Background: an optimization exercise with open tools, aiming at small area. Do not read the settings as production practice.
Function was checked by simulation only, so behaviour that the tests miss may differ from the original.
Power and IR drop assume default switching activity.

the baseline:
==> flow/design.v <==
package axi_rt_pkg;
    localparam int unsigned BudgetWidth = 32;
    localparam int unsigned PeriodWidth = 32;
    localparam int unsigned BeatsWidth  = 9;
    localparam int unsigned OvrWidth    = 8;
    typedef logic [BudgetWidth-1:0] budget_t;
    typedef logic [PeriodWidth-1:0] period_t;
    typedef logic [BeatsWidth-1:0]  beats_t;
    typedef logic [OvrWidth-1:0]    ovr_t;
    typedef struct packed {
        budget_t budget;
        period_t period;
    } rt_cfg_t;
    function automatic budget_t sat_sub(budget_t a, beats_t b);
        budget_t bz;
        bz = budget_t'(b);
        sat_sub = (a > bz) ? a - bz : '0;
    endfunction
endpackage
module axi_rt_budget_cnt
(
    input  logic    clk_i,
    input  logic    rst_ni,
    input  logic    enable_i,
    input  axi_rt_pkg::rt_cfg_t shadow_i,
    input  logic    commit_i,
    input  logic    zero_i,
    input  logic    req_i,
    input  logic    ovr_clear_i,
    input  logic    ge_i,
    input  axi_rt_pkg::beats_t  lo_diff_i,
    input  logic    lo_borrow_i,
    output logic    restricted_o,
    output logic    budget_hi_nz_o,
    output axi_rt_pkg::beats_t  sub_a_lo_o,
    output axi_rt_pkg::budget_t budget_left_o,
    output axi_rt_pkg::period_t period_left_o,
    output axi_rt_pkg::ovr_t    overrun_o,
    output logic    pending_o,
    output logic    ovr_evt_o
);
    localparam int unsigned BW = axi_rt_pkg::BudgetWidth;
    localparam int unsigned PW = axi_rt_pkg::PeriodWidth;
    localparam int unsigned NW = axi_rt_pkg::BeatsWidth;
    axi_rt_pkg::rt_cfg_t cfg_q;
    logic [BW-1:0] budget_q, budget_d, sub_a, sub_d;
    logic [PW-1:0] period_q, period_d, dec;
    axi_rt_pkg::ovr_t    ovr_q, ovr_d;
    logic [BW-NW:0] uz;
    logic           b9;
    logic [PW:0]    pz;
    logic    pending_q, pending_d, stall_q, stall_d;
    logic    nz, one, restricted, ge, accept, stall, wrap, reload, ld, run, ovr_evt;
    assign pz[0] = 1'b1;
    for (genvar i = 0; i < PW; i++) begin : g_dec
        assign pz[i+1] = pz[i] & ~period_q[i];
        assign dec[i]  = period_q[i] ^ pz[i];
    end
    assign nz  = |period_q;
    assign one = period_q[0] && (period_q[PW-1:1] == '0);
    assign restricted = enable_i && nz;
    assign restricted_o   = restricted;
    assign budget_hi_nz_o = |budget_q[BW-1:NW];
    assign ge             = ge_i;
    assign accept     = req_i && restricted && ge;
    assign stall      = req_i && restricted && !ge;
    assign wrap       = enable_i && one;
    assign run        = restricted && !one;
    assign reload     = !run;
    assign ld         = reload && !(zero_i && !pending_q);
    assign ovr_evt    = wrap && (stall_q || stall);
    assign sub_a = ld ? cfg_q.budget : budget_q;
    assign sub_a_lo_o = sub_a[NW-1:0];
    assign sub_d[NW-1:0] = accept ? lo_diff_i : sub_a[NW-1:0];
    assign b9    = accept && lo_borrow_i;
    assign uz[0] = 1'b1;
    for (genvar i = 0; i < BW-NW; i++) begin : g_sub
        assign uz[i+1]     = uz[i] & ~sub_a[NW+i];
        assign sub_d[NW+i] = sub_a[NW+i] ^ (b9 & uz[i]);
    end
    assign budget_d = (b9 && uz[BW-NW]) ? '0 : sub_d;
    assign period_d  = ({PW{run}} & dec) | ({PW{ld}} & cfg_q.period);
    assign pending_d = commit_i || (pending_q && run);
    assign stall_d   = run && (stall_q || stall);
    always_comb begin
        if (ovr_clear_i)                  ovr_d = '0;
        else if (ovr_evt && ovr_q != '1)  ovr_d = ovr_q + axi_rt_pkg::ovr_t'(1);
        else                              ovr_d = ovr_q;
    end
    always_ff @(posedge clk_i) begin
        if (commit_i) cfg_q <= shadow_i;
    end
    always_ff @(posedge clk_i or negedge rst_ni) begin
        if (!rst_ni) begin
            pending_q <= 1'b0;
            budget_q  <= '0;
            period_q  <= '0;
            stall_q   <= 1'b0;
            ovr_q     <= '0;
        end else begin
            pending_q <= pending_d;
            budget_q  <= budget_d;
            period_q  <= period_d;
            stall_q   <= stall_d;
            ovr_q     <= ovr_d;
        end
    end
    assign budget_left_o = budget_q;
    assign period_left_o = period_q;
    assign overrun_o     = ovr_q;
    assign pending_o     = pending_q;
    assign ovr_evt_o     = ovr_evt;
endmodule
module axi_rt_budget_ctrl
#(
    parameter int unsigned NumChannels = 2,
    parameter int unsigned NumRegions  = 4,
    localparam int unsigned RegW = (NumRegions > 1) ? $clog2(NumRegions) : 1,
    localparam int unsigned NCR  = NumChannels * NumRegions
) (
    input  logic                        clk_i,
    input  logic                        rst_ni,
    input  logic [NCR-1:0]              enable_i,
    input  logic [NCR*axi_rt_pkg::BudgetWidth-1:0]  cfg_budget_i,
    input  logic [NCR*axi_rt_pkg::PeriodWidth-1:0]  cfg_period_i,
    input  logic                        cfg_commit_i,
    output logic                        cfg_pending_o,
    input  logic [NumChannels-1:0]      req_valid_i,
    input  logic [NumChannels*RegW-1:0] req_region_i,
    input  logic [NumChannels*axi_rt_pkg::BeatsWidth-1:0] req_beats_i,
    output logic [NumChannels-1:0]      req_ready_o,
    output logic [NCR*axi_rt_pkg::BudgetWidth-1:0]  budget_left_o,
    output logic [NCR*axi_rt_pkg::PeriodWidth-1:0]  period_left_o,
    output logic [NCR*axi_rt_pkg::OvrWidth-1:0]     overrun_o,
    input  logic                        ovr_clear_i,
    output logic                        irq_o
);
    logic [NCR-1:0] pend, evt;
    logic zero_q, irq_q;
    always_ff @(posedge clk_i or negedge rst_ni) begin
        if (!rst_ni) begin
            zero_q <= 1'b1;
            irq_q  <= 1'b0;
        end else begin
            zero_q <= zero_q && !pend[0];
            irq_q  <= |evt;
        end
    end
    localparam int unsigned NW = axi_rt_pkg::BeatsWidth;
    for (genvar c = 0; c < NumChannels; c++) begin : g_ch
        logic [RegW-1:0] region;
        logic [NW-1:0]   beats, bq_sel, a_sel, diff;
        logic [NW:0]     gb, lb;
        logic [NumRegions-1:0] restr, hi_nz;
        logic [NumRegions*NW-1:0] a_lo;
        logic            restr_sel, hi_nz_sel, ge;
        assign region = req_region_i[c*RegW +: RegW];
        assign beats  = req_beats_i[c*NW +: NW];
        always_comb begin
            restr_sel = 1'b0;
            hi_nz_sel = 1'b0;
            bq_sel    = '0;
            a_sel     = '0;
            for (int r = 0; r < NumRegions; r++)
                if (region == RegW'(r)) begin
                    restr_sel = restr[r];
                    hi_nz_sel = hi_nz[r];
                    bq_sel    = budget_left_o[(c*NumRegions + r)*axi_rt_pkg::BudgetWidth +: NW];
                    a_sel     = a_lo[r*NW +: NW];
                end
        end
        assign gb[0] = 1'b0;
        for (genvar i = 0; i < NW; i++) begin : g_ge
            assign gb[i+1] = (!bq_sel[i] && beats[i]) || (!bq_sel[i] && gb[i]) || (beats[i] && gb[i]);
        end
        assign ge = hi_nz_sel || !gb[NW];
        assign req_ready_o[c] = !restr_sel || ge;
        assign lb[0] = 1'b0;
        for (genvar i = 0; i < NW; i++) begin : g_lo
            assign diff[i]  = a_sel[i] ^ beats[i] ^ lb[i];
            assign lb[i+1]  = (!a_sel[i] && beats[i]) || (!a_sel[i] && lb[i]) || (beats[i] && lb[i]);
        end
        for (genvar r = 0; r < NumRegions; r++) begin : g_rg
            localparam int unsigned I = c*NumRegions + r;
            axi_rt_pkg::rt_cfg_t shadow;
            assign shadow.budget = cfg_budget_i[I*axi_rt_pkg::BudgetWidth +: axi_rt_pkg::BudgetWidth];
            assign shadow.period = cfg_period_i[I*axi_rt_pkg::PeriodWidth +: axi_rt_pkg::PeriodWidth];
            axi_rt_budget_cnt u_cnt (
                .clk_i         (clk_i),
                .rst_ni        (rst_ni),
                .enable_i      (enable_i[I]),
                .shadow_i      (shadow),
                .commit_i      (cfg_commit_i),
                .zero_i        (zero_q),
                .req_i         (req_valid_i[c] && (region == RegW'(r))),
                .ovr_clear_i   (ovr_clear_i),
                .ge_i          (ge),
                .lo_diff_i     (diff),
                .lo_borrow_i   (lb[NW]),
                .restricted_o  (restr[r]),
                .budget_hi_nz_o(hi_nz[r]),
                .sub_a_lo_o    (a_lo[r*NW +: NW]),
                .budget_left_o (budget_left_o[I*axi_rt_pkg::BudgetWidth +: axi_rt_pkg::BudgetWidth]),
                .period_left_o (period_left_o[I*axi_rt_pkg::PeriodWidth +: axi_rt_pkg::PeriodWidth]),
                .overrun_o     (overrun_o[I*axi_rt_pkg::OvrWidth +: axi_rt_pkg::OvrWidth]),
                .pending_o     (pend[I]),
                .ovr_evt_o     (evt[I])
            );
        end
    end
    assign cfg_pending_o = |pend;
    assign irq_o         = irq_q;
endmodule
clock: 10.0 ns
lec_check: 0
cap_margin: 20
core_area: 2.3 2.72 197.7 577.3
die_area: 0 0 200 580
slew_margin: 20
standard.sh (not shown) runs the stock make flow with config.mk's settings and CLKGATE_MAP_FILE= SYNTH_SCRIPT=/design/flow/synth_recipe.tcl, a recipe that flattens the netlist after the stock synthesis.
==> flow/flow/run.sh <==
#!/bin/bash
# Own layout flow: the standard ORFS flow with these changes.
#  1. Synthesis is synth_recipe.tcl unchanged except that the final ABC
#     technology mapping uses flow/abc_map.script (area-oriented mapping).
#     Registers, their names and cell types are untouched (dfflibmap runs
#     before ABC).
#  2. Port buffers use the smallest buffer (buf_1) instead of the default.
#  3. Any extra make variables listed one per line in flow/extra.mk
#     (here: no full-adder extraction before ABC, and clock tree settings:
#     smaller clock buffers, no dummy loads).
# Each tool's full output goes to the ORFS logs under orfs/logs and the
# make output to make_*.log in this folder.
set -euo pipefail
W=$(pwd)
{
  echo "set ::own_abc_script $W/flow/abc_map.script"
  cat <<'TCL'
proc abc {args} {
  set i [lsearch -exact $args -script]
  if { $i >= 0 } { lset args [expr { $i + 1 }] $::own_abc_script }
  yosys abc {*}$args
}
TCL
  cat "$W/synth_recipe.tcl"
} > "$W/own_synth.tcl"

EXTRA=(SYNTH_SCRIPT="$W/own_synth.tcl" "BUFFER_PORTS_ARGS=-buffer_cell sky130_fd_sc_hd__buf_1")
if [[ -f "$W/flow/extra.mk" ]]; then
  while IFS= read -r line; do [[ -n "$line" ]] && EXTRA+=("$line"); done < "$W/flow/extra.mk"
fi
bash "$W/standard.sh" "${EXTRA[@]}" finish > "$W/make_finish.log" 2>&1
==> flow/flow/abc_map.script <==
&get -n
&st
&dch
&nf -R 1000
&put
strash
&get -n
&st
&dch -f
&nf -R 1000
&put
==> flow/flow/extra.mk <==
ADDER_MAP_FILE=
CTS_ARGS=-sink_clustering_enable -repair_clock_nets -dont_use_dummy_load -buf_list sky130_fd_sc_hd__clkbuf_8 -sink_clustering_size 12 -sink_clustering_max_diameter 50
#### Input delta (the candidate over the baseline)
--- a/flow/design.v
+++ b/flow/design.v
@@ -27,12 +27,13 @@
     input  logic    zero_i,
     input  logic    req_i,
     input  logic    ovr_clear_i,
     input  logic    ge_i,
     input  axi_rt_pkg::beats_t  lo_diff_i,
     input  logic    lo_borrow_i,
+    output logic    sub_a_hi_zero_o,
     output logic    restricted_o,
     output logic    budget_hi_nz_o,
     output axi_rt_pkg::beats_t  sub_a_lo_o,
     output axi_rt_pkg::budget_t budget_left_o,
     output axi_rt_pkg::period_t period_left_o,
     output axi_rt_pkg::ovr_t    overrun_o,
@@ -75,13 +76,14 @@
     assign b9    = accept && lo_borrow_i;
     assign uz[0] = 1'b1;
     for (genvar i = 0; i < BW-NW; i++) begin : g_sub
         assign uz[i+1]     = uz[i] & ~sub_a[NW+i];
         assign sub_d[NW+i] = sub_a[NW+i] ^ (b9 & uz[i]);
     end
-    assign budget_d = (b9 && uz[BW-NW]) ? '0 : sub_d;
+    assign sub_a_hi_zero_o = uz[BW-NW];
+    assign budget_d = sub_d;
     assign period_d  = ({PW{run}} & dec) | ({PW{ld}} & cfg_q.period);
     assign pending_d = commit_i || (pending_q && run);
     assign stall_d   = run && (stall_q || stall);
     always_comb begin
         if (ovr_clear_i)                  ovr_d = '0;
         else if (ovr_evt && ovr_q != '1)  ovr_d = ovr_q + axi_rt_pkg::ovr_t'(1);
@@ -148,28 +150,32 @@
     end
     localparam int unsigned NW = axi_rt_pkg::BeatsWidth;
     for (genvar c = 0; c < NumChannels; c++) begin : g_ch
         logic [RegW-1:0] region;
         logic [NW-1:0]   beats, bq_sel, a_sel, diff;
         logic [NW:0]     gb, lb;
-        logic [NumRegions-1:0] restr, hi_nz;
+        logic [NumRegions-1:0] restr, hi_nz, a_hz;
+        logic [NW-1:0]   lo_res;
+        logic            a_hz_sel, sat, lo_bu;
         logic [NumRegions*NW-1:0] a_lo;
         logic            restr_sel, hi_nz_sel, ge;
         assign region = req_region_i[c*RegW +: RegW];
         assign beats  = req_beats_i[c*NW +: NW];
         always_comb begin
             restr_sel = 1'b0;
             hi_nz_sel = 1'b0;
             bq_sel    = '0;
             a_sel     = '0;
+            a_hz_sel  = 1'b0;
             for (int r = 0; r < NumRegions; r++)
                 if (region == RegW'(r)) begin
                     restr_sel = restr[r];
                     hi_nz_sel = hi_nz[r];
                     bq_sel    = budget_left_o[(c*NumRegions + r)*axi_rt_pkg::BudgetWidth +: NW];
                     a_sel     = a_lo[r*NW +: NW];
+                    a_hz_sel  = a_hz[r];
                 end
         end
         assign gb[0] = 1'b0;
         for (genvar i = 0; i < NW; i++) begin : g_ge
             assign gb[i+1] = (!bq_sel[i] && beats[i]) || (!bq_sel[i] && gb[i]) || (beats[i] && gb[i]);
         end
@@ -177,12 +183,15 @@
         assign req_ready_o[c] = !restr_sel || ge;
         assign lb[0] = 1'b0;
         for (genvar i = 0; i < NW; i++) begin : g_lo
             assign diff[i]  = a_sel[i] ^ beats[i] ^ lb[i];
             assign lb[i+1]  = (!a_sel[i] && beats[i]) || (!a_sel[i] && lb[i]) || (beats[i] && lb[i]);
         end
+        assign sat    = lb[NW] && a_hz_sel;
+        assign lo_res = sat ? '0 : diff;
+        assign lo_bu  = lb[NW] && !a_hz_sel;
         for (genvar r = 0; r < NumRegions; r++) begin : g_rg
             localparam int unsigned I = c*NumRegions + r;
             axi_rt_pkg::rt_cfg_t shadow;
             assign shadow.budget = cfg_budget_i[I*axi_rt_pkg::BudgetWidth +: axi_rt_pkg::BudgetWidth];
             assign shadow.period = cfg_period_i[I*axi_rt_pkg::PeriodWidth +: axi_rt_pkg::PeriodWidth];
             axi_rt_budget_cnt u_cnt (
@@ -192,14 +201,15 @@
                 .shadow_i      (shadow),
                 .commit_i      (cfg_commit_i),
                 .zero_i        (zero_q),
                 .req_i         (req_valid_i[c] && (region == RegW'(r))),
                 .ovr_clear_i   (ovr_clear_i),
                 .ge_i          (ge),
-                .lo_diff_i     (diff),
-                .lo_borrow_i   (lb[NW]),
+                .lo_diff_i     (lo_res),
+                .lo_borrow_i   (lo_bu),
+                .sub_a_hi_zero_o(a_hz[r]),
                 .restricted_o  (restr[r]),
                 .budget_hi_nz_o(hi_nz[r]),
                 .sub_a_lo_o    (a_lo[r*NW +: NW]),
                 .budget_left_o (budget_left_o[I*axi_rt_pkg::BudgetWidth +: axi_rt_pkg::BudgetWidth]),
                 .period_left_o (period_left_o[I*axi_rt_pkg::PeriodWidth +: axi_rt_pkg::PeriodWidth]),
                 .overrun_o     (overrun_o[I*axi_rt_pkg::OvrWidth +: axi_rt_pkg::OvrWidth]),
==> run summary <==
In the candidate relative to the baseline, wire length on met2 had gone down slightly. The candidate ended up with sky130_fd_sc_hd__nor4_1 as its slowest stage cell on the critical path; the baseline ended up with sky130_fd_sc_hd__nor2_1. Proportion of power drawn by combinational gates for the candidate: 0.2 points down relative to the baseline. Maximum achievable frequency in the candidate vs the baseline: up 2.2%. Relative to the baseline, cell count along the critical path increased by 6 in the candidate. Cell count: the candidate lower than the baseline. In terms of synthesized-area fraction occupied by adder cells, the candidate and the baseline differ only marginally. Diff the baseline -> the candidate | synthesized cell count | down by a few percent. On total power of the final layout, the candidate tracks the baseline almost exactly.

-- static timing again, ports no longer ideal --
Ports are ideal in the flow. The routed layouts listed here were re-timed in OpenROAD. Step 1: set_driving_cell puts a clkbuf_16 on clk_i and a buf_2 on each other input, an assumption about the parent block. Step 2 also shifts input and output timing later by t, the mid clock arrival at the registers, as if the neighbouring blocks saw the same clock. Slacks: ideal ports / drivers / drivers and shift; pairs: ideal ports / drivers.
run | t, ns | setup WS [ns] | latest minus earliest clock arrival (ns) | slew at the worst register clock pin (ns) | pins driven straight from the clock port
the baseline | 0.841 | 1.134 / 1.049 / 0.627 | 0.085 / 0.086 | 0.10 / 0.10 | 1
the candidate | 0.840 | 1.323 / 1.323 / 1.323 | 0.080 / 0.081 | 0.09 / 0.09 | 1
After both steps setup and hold are still met in every run listed. The setup slack of the baseline, which loses most, moves by -0.085 ns with the drivers and by -0.507 ns with both steps.
